This design comes from an exercise in tuning for small area on the open sky130 flow, not from production work.
In this exercise RTL edits were held to simulation tests only and were not proved equivalent to the original.
Power figures rest on the tool's default switching activity, not on a simulated workload.

==> design/flow/design.v <==
`timescale 1ns/100ps
module line_fetcher (
	input logic axi_clock,
	input logic global_reset,
	input logic zoom,	 
	input logic line_req,
	input logic [2:0] line_cnt,	 
	output logic ar_valid,
	output logic [28:0] ar_addr,	 
	input logic arready,
	input logic r_valid,
	input logic [8*32-1:0] r_data,
	output logic [1:0] wr_en,	 
	output logic [8*24-1:0] wr_data
);
	logic [1:0] burst;
	logic odd_beat;
	logic [11:0] src_row;
	logic [11:0] src_col;
	always_ff @(posedge axi_clock) begin
		if (global_reset) begin
			ar_valid <= 1'b0;
		end else if (line_req) begin
			ar_valid <= 1'b1;
		end else if (ar_valid && arready && (burst == (zoom ? 2'd1 : 2'd3))) begin
			ar_valid <= 1'b0;
		end
		if (line_req) begin
			burst <= 2'd0;
		end else if (ar_valid && arready) begin
			burst <= burst + 2'd1;
		end
		if (line_req) begin
			odd_beat <= 1'b0;
		end else if (r_valid) begin
			odd_beat <= ~odd_beat;
		end
	end
	always_comb begin
		if (zoom) begin
			src_row = {10'd0, line_cnt[1:0]} + 12'(8);
			src_col = {6'd0, burst[0], 5'd0} + 12'(16);
		end else begin
			src_row = {9'd0, line_cnt[1:0], 1'b0};
			src_col = {5'd0, burst, 5'd0};
		end
	end
	assign ar_addr = {3'b000, src_row, src_col, 2'b00};
	assign wr_en[0] = r_valid && (zoom || !odd_beat);
	assign wr_en[1] = r_valid && (zoom || odd_beat);
	function automatic logic [7:0] mean8(input logic [7:0] a, input logic [7:0] b);
		logic [8:0] c;
		logic [7:0] s;
		c[1] = a[0] & b[0];
		for (int i = 1; i < 8; i++) begin
			s[i] = a[i] ^ b[i] ^ c[i];
			c[i+1] = (a[i] & b[i]) | (c[i] & (a[i] ^ b[i]));
		end
		mean8 = {c[8], s[7:1]};
	endfunction
	genvar j;
	generate
		for (j = 0; j < 8; j++) begin : g_lane
			logic [23:0] a;
			logic [23:0] b;
			assign a = r_data[64*(j%4) + 8 +: 24];
			assign b = r_data[64*(j%4) + 40 +: 24];
			assign wr_data[24*j +: 24] = zoom ? r_data[32*j + 8 +: 24] :
				{mean8(a[23:16], b[23:16]), mean8(a[15:8], b[15:8]), mean8(a[7:0], b[7:0])};
		end
	endgenerate
endmodule
`timescale 1ns/100ps
module line_buffer (
	input logic axi_clock,
	input logic wr_bank,
	input logic [1:0] wr_en,	 
	input logic [8*24-1:0] wr_data,
	input logic rd_shift,	 
	input logic [2:0] rd_lane,
	output logic [23:0] rd_data
);
	localparam int DEPTH = 64 / 8;
	logic [15:0][23:0] head;	 
	genvar b, j;
	generate
		for (b = 0; b < 2; b++) begin : g_bank
			for (j = 0; j < 8; j++) begin : g_col
				logic en;
				logic [DEPTH*24-1:0] sr;
				assign en = (wr_bank == b) ? wr_en[j/4] : rd_shift;
				always_ff @(posedge axi_clock) begin
					if (en) sr <= {sr[(DEPTH-1)*24-1:0], wr_data[24*j +: 24]};
				end
				assign head[8*b+j] = sr[DEPTH*24-1 -: 24];
			end
		end
	endgenerate
	assign rd_data = head[{~wr_bank, rd_lane}];
endmodule
`timescale 1ns/100ps
module pixel_scanout (
	input logic axi_clock,
	input logic global_reset,
	input logic frame_start,
	input logic line_start,
	input logic pixel_den,
	output logic line_req,	 
	output logic [2:0] line_cnt,	 
	output logic rd_shift,	 
	output logic [2:0] rd_lane,
	output logic pixels_valid
);
	logic fs_q, ls_q, den_q;
	logic fs_qq, ls_qq, den_qq;
	logic [2:0] x;
	always_ff @(posedge axi_clock) begin
		fs_q <= frame_start;
		ls_q <= line_start;
		den_q <= pixel_den;
		if (global_reset) begin
			fs_qq <= 1'b0;
			ls_qq <= 1'b0;
			den_qq <= 1'b0;
		end else begin
			fs_qq <= fs_q;
			ls_qq <= ls_q;
			den_qq <= den_q;
		end
	end
	assign line_req = fs_qq || (ls_qq && (line_cnt < 3'd3));
	always_ff @(posedge axi_clock) begin
		if (fs_qq) begin
			line_cnt <= 3'd0;
		end else if (ls_qq) begin
			if (!line_cnt[2]) line_cnt <= line_cnt + 3'd1;
		end
		if (ls_qq) begin
			x <= 3'd0;
		end else if (den_qq) begin
			x <= x + 3'd1;
		end
	end
	assign rd_shift = den_qq && (x == 3'd7);
	assign rd_lane = x;
	assign pixels_valid = den_qq;
endmodule
`timescale 1ns/100ps
module fb_readout (
	input logic axi_clock,
	input logic global_reset,
	input logic frame_start,
	input logic line_start,
	input logic pixel_den,
	input logic arready,
	input logic zoom,	 
	output logic ar_valid,
	output logic [28:0] ar_addr,
	input logic r_valid,
	input logic r_last,
	input logic [255:0] r_data,
	output logic pixels_valid,
	output logic [23:0] pixels_rgb
);
	logic line_req;
	logic [2:0] line_cnt;
	logic [1:0] wr_en;
	logic [8*24-1:0] wr_data;
	logic rd_shift;
	logic [2:0] rd_lane;
	line_fetcher line_fetcher_inst (
		.axi_clock(axi_clock),
		.global_reset(global_reset),
		.zoom(zoom),
		.line_req(line_req),
		.line_cnt(line_cnt),
		.ar_valid(ar_valid),
		.ar_addr(ar_addr),
		.arready(arready),
		.r_valid(r_valid),
		.r_data(r_data),
		.wr_en(wr_en),
		.wr_data(wr_data)
	);
	line_buffer line_buffer_inst (
		.axi_clock(axi_clock),
		.wr_bank(line_cnt[0]),
		.wr_en(wr_en),
		.wr_data(wr_data),
		.rd_shift(rd_shift),
		.rd_lane(rd_lane),
		.rd_data(pixels_rgb)
	);
	pixel_scanout pixel_scanout_inst (
		.axi_clock(axi_clock),
		.global_reset(global_reset),
		.frame_start(frame_start),
		.line_start(line_start),
		.pixel_den(pixel_den),
		.line_req(line_req),
		.line_cnt(line_cnt),
		.rd_shift(rd_shift),
		.rd_lane(rd_lane),
		.pixels_valid(pixels_valid)
	);
endmodule
==> design/flow/flow/run.sh <==
#!/bin/bash
# The standard layout with two changes: ports get the smallest buffer, and
# clock tree synthesis uses large sink clusters without dummy loads.
set -euo pipefail
cd "$(dirname "$0")/.."
export BUFFER_PORTS_ARGS="-buffer_cell sky130_fd_sc_hd__buf_1"
export CTS_ARGS="-sink_clustering_enable -repair_clock_nets -dont_use_dummy_load -sink_clustering_size 20 -sink_clustering_max_diameter 80 -buf_list sky130_fd_sc_hd__clkbuf_16 -sink_clustering_buffer sky130_fd_sc_hd__clkbuf_8"
bash standard.sh > flow_standard.log 2>&1
==> design/flow/standard.sh <==
#!/bin/bash
# synth_recipe.tcl (not shown) runs the flow's synth.tcl, then flattens the netlist and writes it again
# the make line also repeats each setting of config.mk as NAME=value (left out here)
make -C /OpenROAD-flow-scripts/flow DESIGN_CONFIG=/design/flow/config.mk WORK_HOME=/design/flow/orfs CLKGATE_MAP_FILE= SYNTH_SCRIPT=/design/flow/synth_recipe.tcl "${@:-finish}"
==> design/flow/config.mk <==
export PLATFORM = sky130hd
export DESIGN_NAME = fb_readout
export DESIGN_NICKNAME = fb_readout
export VERILOG_FILES = /design/flow/design.v
export SDC_FILE = /design/flow/constraint.sdc
export NUM_CORES = 4
export LEC_CHECK = 0
export CAP_MARGIN = 20
export CORE_MARGIN = 2
export CORE_UTILIZATION = 60
export SLEW_MARGIN = 20
export SYNTH_MEMORY_MAX_BITS = 16384
==> design/flow/constraint.sdc <==
create_clock -name core_clock -period 10.0 [get_ports {axi_clock}]
set_input_delay 2.0000 -clock core_clock [delete_from_list [all_inputs] [get_ports {axi_clock}]]
set_output_delay 2.0000 -clock core_clock [all_outputs]
set_load 0.01 [all_outputs]
==> run notes, run 1 <==
CTS tree=yes; clk slew on worst S/H paths=0.11 ns; num ports=320; die area=170,000 um^2; Num CTS Buffers=173; relative slew slack=18.9%; critical path type=flip-flop to primary output; final hold viol count=0; DR DRC count=0; R2R Path End=line_buffer_inst.g_bank[1].g_col[7].sr[48]; # rows=149; RSZ-0062 raised after global routing=false; drt pass-1 iters=5; outcome=complete, no violations; Overall Global Routing Usage=17.2%; Root Buffer=clkbuf_16; via count=34,400; post-synth top area share=92.4%; Synth Warn #=3; reg2reg path depth=7; layout cell share with drive strength beyond 1=7.42%; XOR/XNOR Fraction of Synth Area=0.0439%; Synth cell types=27; CP Max Fanout=40; endpoint class of the critical path=primary output; CP Launch Type=flip-flop; GP Congestion=0.828; routed wire length=144 mm; Post-synth top cells=edfxtp_1 (3,072), nand2_1 (327), mux4_2 (96); worst hold-check path type=flip-flop to flip-flop; Syn Std Cell Area=99,800 um^2; synth top area cells=edfxtp_1 (92%), mux4_2 (2.2%), fa_1 (1.7%); area leader, netlist=edfxtp_1; reg2reg start=pixel_scanout_inst.x[1]; r2r setup slk=5.53 ns; Die Y=412 um; Max Fclk=0.170 GHz; Post-Synth Adder-Cell Area=1.74%; post-synthesis compound-gate area fraction=0.865%; min cycle time layout=5.87 ns; flops & latches, synth=3,088; power density over the cells=221 nW/um^2; Gate Count Post-Synth=3,994; post-synthesis mux area share=2.28%; Setup-failing EPs final=0; Via density=5.24; max_cap viols=0; GR Util met2=28.0%; post-CTS sizing=0; detailed placement HPWL=85.0 mm; Peak VDD IR=217 uV; Pint=18,400 uW; count leader, synth=edfxtp_1; final antenna-violating net count=0; WHS=0.394 ns; fillers=10,800; Post-Route Setup TNS=0 ns; H-tree levels=4; Final Cycle Share=58.7%; DR WL/cell=21.9 um; Clock power frac=21.5%; Post-synth top flop=edfxtp_1; largest family of logic cells by synthesized area=multiplexers; initial antenna violation count=18; Async SR Flop Fraction=0%; combinational power share=8.0%; Max Root-Sink Buffers=3; DR iter-0 viols=3,164; Slew @ Worst Pin=1.22 ns; routing usage on met3=2.92%; Syn-to-layout area delta=6.42%; Pleak=0.0337 uW; Sink Count=3,088; Worst Skew=0.0487 ns; hold endpoint=line_buffer_inst.g_bank[1].g_col[6].sr[178]; worst path arrival time=3.87 ns; Initial Util=60.5%; Worst Path Required=8.00 ns; Hold-fix buffers, CTS=0; Top Usage Layer GRT=met2; Post-CTS Setup Bufs=0; sequential share of power=70.6%; Post-Synth Simple-Gate Area=1.48%; core area=165,000 um^2; clk latency of the worst-skew pair=0.78 ns; Die Wd=412 um; Post-synth EDFFs=3,072; Slew Viols, Final=0; met1 Resource Use GR=23.9%; switching share of power=21.7%; NetSw=5090 uW; Syn Area/Cell=25.0 um^2; sequential area share after synthesis=92.7%; vias in the first global route=34,000; hold depth=0; first-pass GRT wire length=212 mm; largest net degree at the start of global routing=203; port bufs=232; Nets=4,720; grt total ovfl=0; Hold Crit Start=line_buffer_inst.g_bank[1].g_col[6].sr[154]
[how the worst max path moves through the flow]
stage / startpoint / to / slack (ns) / depth (start not counted)
global route: pixel_scanout_inst.x[0] / pixels_rgb[2] / 3.80 / 5
CTS: pixel_scanout_inst.x[0] / pixels_rgb[2] / 3.88 / 5
detailed placement: r_data[216] / line_buffer_inst.g_bank[0].g_col[7].sr[22] / 3.87 / 13
global placement: r_data[216] / line_buffer_inst.g_bank[0].g_col[7].sr[22] / 3.90 / 13
finish: pixel_scanout_inst.x[0] / pixels_rgb[2] / 4.13 / 5
floorplan: zoom / line_buffer_inst.g_bank[1].g_col[4].sr[0] / -6.42 / 4
[critical path, cell delays in order, from the launching register on]
cell     delay [ns]
dfxtp_4        1.01
buf_4          0.71
mux4_2         0.59
a22oi_1        0.31
nand2_1        0.18
buf_1          0.17
[routing by layer]
metal / vias to the layer above / wire (um)
li1: 16200 / -
met1: 17400 / 61500
met2: 589 / 71400
met3: 281 / 5500
met4: 4 / 5240
met5: - / 27
[through the flow]
stage | area (um^2) | util, % | std cells | power [uW] | worst slack [ns]
global placement | 104000 | 62.8 | 6380 | 18700 | 3.90
floorplan | 100000 | - | 4015 | 18700 | -6.42
CTS | 106000 | 64.3 | 6553 | 23900 | 3.88
finish | 106000 | 64.4 | 6565 | 23500 | 4.13
global route | 106000 | 64.4 | 6559 | 24500 | 3.80
detailed placement | 104000 | 62.8 | 6380 | 18800 | 3.87
[placed cells by master (no fill, tap or decap)]
cell,instances
a21o_1,1
a21oi_1,23
clkbuf_16,17
mux2i_1,8
edfxtp_1,3072
xor2_1,2
nor2b_1,9
clkbuf_4,1
buf_4,22
buf_12,17
dfxtp_1,14
nand3_1,2
mux2i_4,2
o21ai_4,4
a22oi_1,48
inv_6,1
xnor2_1,3
inv_1,85
nor2b_4,2
dfxtp_4,2
nor2_1,21
mux4_2,96
diode_2,11
and2_2,1
and2_1,13
o21ai_0,72
nor2_4,1
fa_1,84
nand2_1,327
mux2_2,1
buf_1,231
clkbuf_8,156
buf_16,1
ha_1,4
conb_1,22
[registers in the layout, summed over array words and instances (netlist names), 2 cells and up]
signal and cells:
line_fetcher_inst.burst 2, pixel_scanout_inst.x 3, pixel_scanout_inst.line_cnt 3, line_buffer_inst.g_bank.g_col.sr 3072
[power by group through the flow]
stage | sequential, uW | combinational [uW] | clock, uW
finish | 16600 | 1870 | 5050
global route | 16700 | 2050 | 5720
global placement | 16800 | 1910 | 0
detailed placement | 16900 | 1940 | 0
CTS | 16600 | 1940 | 5310
floorplan | 17600 | 1180 | 0
[cells by family (layout without fill, tap and decap cells)]
kind of cell	count (synthesis)	after routing
mux	107	107
other cells	1	33
xor+xnor	5	5
compound gates	148	148
simple gates	376	376
flops	3088	3088
fa+ha+maj	88	88
buf+inv	181	531
[layout make-up]
cell class / instances / area (um^2) / area share, %
sequential: 3088 / 92600 / 87.2
clock buffer: 173 / 2570 / 2.42
inverter: 86 / 328 / 0.309
multi-input combinational: 746 / 6570 / 6.18
timing repair buffer: 272 / 1410 / 1.33
tap: 2189 / 2740 / 2.58
antenna: 11 / 27.5 / 0.0259
==> run 2, diff against run 1 <==
--- a/design/flow/design.v
+++ b/design/flow/design.v
@@ -54,7 +54,7 @@
 		c[1] = a[0] & b[0];
 		for (int i = 1; i < 8; i++) begin
 			s[i] = a[i] ^ b[i] ^ c[i];
-			c[i+1] = (a[i] & b[i]) | (c[i] & (a[i] ^ b[i]));
+			c[i+1] = (a[i] & b[i]) | (a[i] & c[i]) | (b[i] & c[i]);
 		end
 		mean8 = {c[8], s[7:1]};
 	endfunction
==> run 2 against run 1 <==
Still clean. Area after synthesis is essentially flat. Clock power is essentially flat. Worst setup slack improved by 0.042 ns. Critical path type unchanged. Largest cell class unchanged.
==> run notes, run 2 <==
Top Registers=line_buffer_inst.g_bank.g_col.sr (3072), pixel_scanout_inst.line_cnt (3), pixel_scanout_inst.x (3); flops & latches, synth=3,088; first-pass GRT wire length=199 mm; grt total ovfl=0; Post-synth top cells=edfxtp_1 (3,072), nand2_1 (422), mux4_2 (96); Sink Count=3,088; Initial Util=60.4%; post-synth top area share=92.5%; met1 Resource Use GR=23.3%; CP Launch Type=flip-flop; num ports=320; DR iter-0 viols=3,176; synth top area cells=edfxtp_1 (93%), mux4_2 (2.2%), fa_1 (1.7%); core area=165,000 um^2; Syn Std Cell Area=99,700 um^2; DP Worst Slack=3.78 ns; clk slew on worst S/H paths=0.11 ns; Post-synth top flop=edfxtp_1; Post-Route Setup TNS=0 ns; largest register by flop count=line_buffer_inst.g_bank.g_col.sr; worst path arrival time=3.83 ns; Final Cycle Share=58.3%; clk latency of the worst-skew pair=0.79 ns; Syn Area/Cell=25.0 um^2; Slew @ Worst Pin=1.10 ns; Synth Warn #=3; Pleak=0.0337 uW; max_cap viols=0; routed wire length=132 mm; Worst Skew=0.0539 ns; drt pass-1 iters=5; Via density=5.22; Max Root-Sink Buffers=3; commonest cells after routing, fill and taps aside=edfxtp_1 (3,072), nand2_1 (422), buf_1 (231); RSZ-0062 raised after global routing=false; Post-CTS Setup Bufs=0; commonest non-fill, non-tap cell in the layout=edfxtp_1; Peak VDD IR=193 uV; GP Congestion=0.823; Hold-fix buffers, CTS=0; layout cell share with drive strength beyond 1=7.61%; port bufs=232; reg2reg path depth=7; Nets=4,718; Setup WS post-layout=4.17 ns; fillers=10,900; H-tree levels=4; critical path type=flip-flop to primary output; Placement Cell Area=104,000 um^2; final antenna-violating net count=0; Die Y=412 um; Slew Viols, Final=0; design area=106,000 um^2; # rows=149; vias in the first global route=33,500; Setup-failing EPs final=0; max reg flops=3,072; endpoint class of the critical path=primary output; via count=34,200; worst hold-check path type=flip-flop to flip-flop; final hold viol count=0; sequential area share after synthesis=92.8%; routing usage on met3=3.49%; DR WL/cell=20.1 um; Die Wd=412 um; detailed placement HPWL=75.7 mm; largest net degree at the start of global routing=181; CP Max Fanout=38; Pwr Total=23,400 uW; WHS=0.367 ns; Synth cell types=26; initial antenna violation count=10; GR Util met2=24.4%; hold depth=0; Async SR Flop Fraction=0%; Max Fclk=0.172 GHz; relative slew slack=25.9%; DR DRC count=0; Worst Path Required=8.00 ns; Post-synth EDFFs=3,072; min cycle time layout=5.83 ns; Top Usage Layer GRT=met2; count leader, synth=edfxtp_1; Gate Count Post-Synth=3,983; Syn-to-layout area delta=6.44%; area leader, netlist=edfxtp_1; outcome=complete, no violations; die area=169,000 um^2; CTS tree=yes; post-CTS sizing=0; Root Buffer=clkbuf_16; power density over the cells=221 nW/um^2; Num CTS Buffers=173; Overall Global Routing Usage=15.8%
==> run 2: changes by cell type in the layout (fill, tap and decap cells not counted) <==
cell     before  now
mux2i_1       8    9
buf_4        22   32
nand2_1     327  422
buf_16        1    0
nor2b_1       9    8
inv_1        85   39
inv_6         1    0
o21ai_1       0    1
diode_2      11    4
a21oi_1      23   11
buf_12       17   16
nor2_1       21   11
inv_4         0    1
o21ai_0      72   34
==> run 2: path summary, 6_finish.rpt <==
| check | start | to | slack, ns |
|---|---|---|---|
| worst max register to register | pixel_scanout_inst.x[0] | line_buffer_inst.g_bank[1].g_col[5].sr[113] | 5.03 |
| worst min-delay path | line_buffer_inst.g_bank[1].g_col[7].sr[45] | line_buffer_inst.g_bank[1].g_col[7].sr[69] | 0.37 |
| worst min register to register | line_buffer_inst.g_bank[1].g_col[7].sr[45] | line_buffer_inst.g_bank[1].g_col[7].sr[69] | 0.37 |
| worst max-delay path | pixel_scanout_inst.x[0] | pixels_rgb[6] | 4.17 |
==> run 2: layout make-up <==
type / instances / area [um^2] / share of cell area, %
Inverter: 40 / 153 / 0.144
Clock buffer: 173 / 2570 / 2.42
Antenna cell: 4 / 10.0 / 0.00943
Multi-Input combinational cell: 782 / 6640 / 6.26
Tap cell: 2189 / 2740 / 2.58
Timing Repair Buffer: 280 / 1440 / 1.35
Sequential cell: 3088 / 92600 / 87.2
==> run 2: per-layer routing <==
metal | wire (um) | up-vias
met3 | 7500 | 183
li1 | - | 16100
met4 | 2960 | 6
met5 | 28 | -
met2 | 63300 | 624
met1 | 58000 | 17300
==> run 2: per-stage QoR <==
step           utilization (%)  cells
2_1_floorplan                -   4004
3_3_place_gp              62.8   6379
3_5_place_dp              62.8   6379
6_report                  64.3   6556
5_1_grt                   64.3   6552
4_1_cts                   64.3   6552
==> run 2: logic make-up (layout without fill, tap and decap cells) <==
family	count (synthesis)	after routing	synth area share, %
xor gates and xnor gates	5	5	0.0439
adders and majority gates	88	88	1.74
buffers and inverters	134	493	0.671
AOI/OAI and AO/OA	99	99	0.620
and+or+nand+nor	460	460	1.79
other	1	26	0.00376
DFF	3088	3088	92.8
muxes	108	108	2.29
==> run 2: power breakdown <==
part | leakage (uW) | total, uW | switching (uW) | internal (uW)
logic | 0.00369 | 1820 | 1360 | 461
registers | 0.0287 | 16600 | 356 | 16200
clock network | 0.00133 | 5030 | 3310 | 1720
total | 0.0337 | 23400 | 5020 | 18400
==> run 2: worst max-delay path, cell delays in order, from the launching register on <==
cell     delay [ns]
dfxtp_4        0.91
buf_4          0.86
mux4_2         0.65
a22oi_1        0.19
nand2_1        0.23
buf_1          0.19

==> what the ideal ports hide <==
In the flow no input, the clock included, has a driving cell. The finished layouts below were timed again as built, in two steps.
Step 1 sets driving cells, clkbuf_16 on the clock port and buf_2 on the other inputs (assumed; they add their load-dependent delay and slew).
Step 2 also shifts input and output timing later by t, the mid clock arrival at the registers, as if the neighbouring blocks saw the same clock.
Three values: no drivers, after step 1, after step 2; two values: the first two.
run	t, ns	setup WS [ns]	worst hold slack (ns)	clock arrival spread, ns	slew at the worst register clock pin (ns)
run 1	0.835	4.129 / 4.047 / 3.975	0.394 / 0.394 / 0.394	0.054 / 0.054	0.12 / 0.12
run 2	0.843	4.171 / 4.089 / 3.836	0.367 / 0.367 / 0.367	0.057 / 0.057	0.12 / 0.12
After both steps setup and hold are still met in every run listed. For run 2, which loses most, drivers alone change the setup slack by -0.082 ns; drivers and shift together by -0.335 ns.
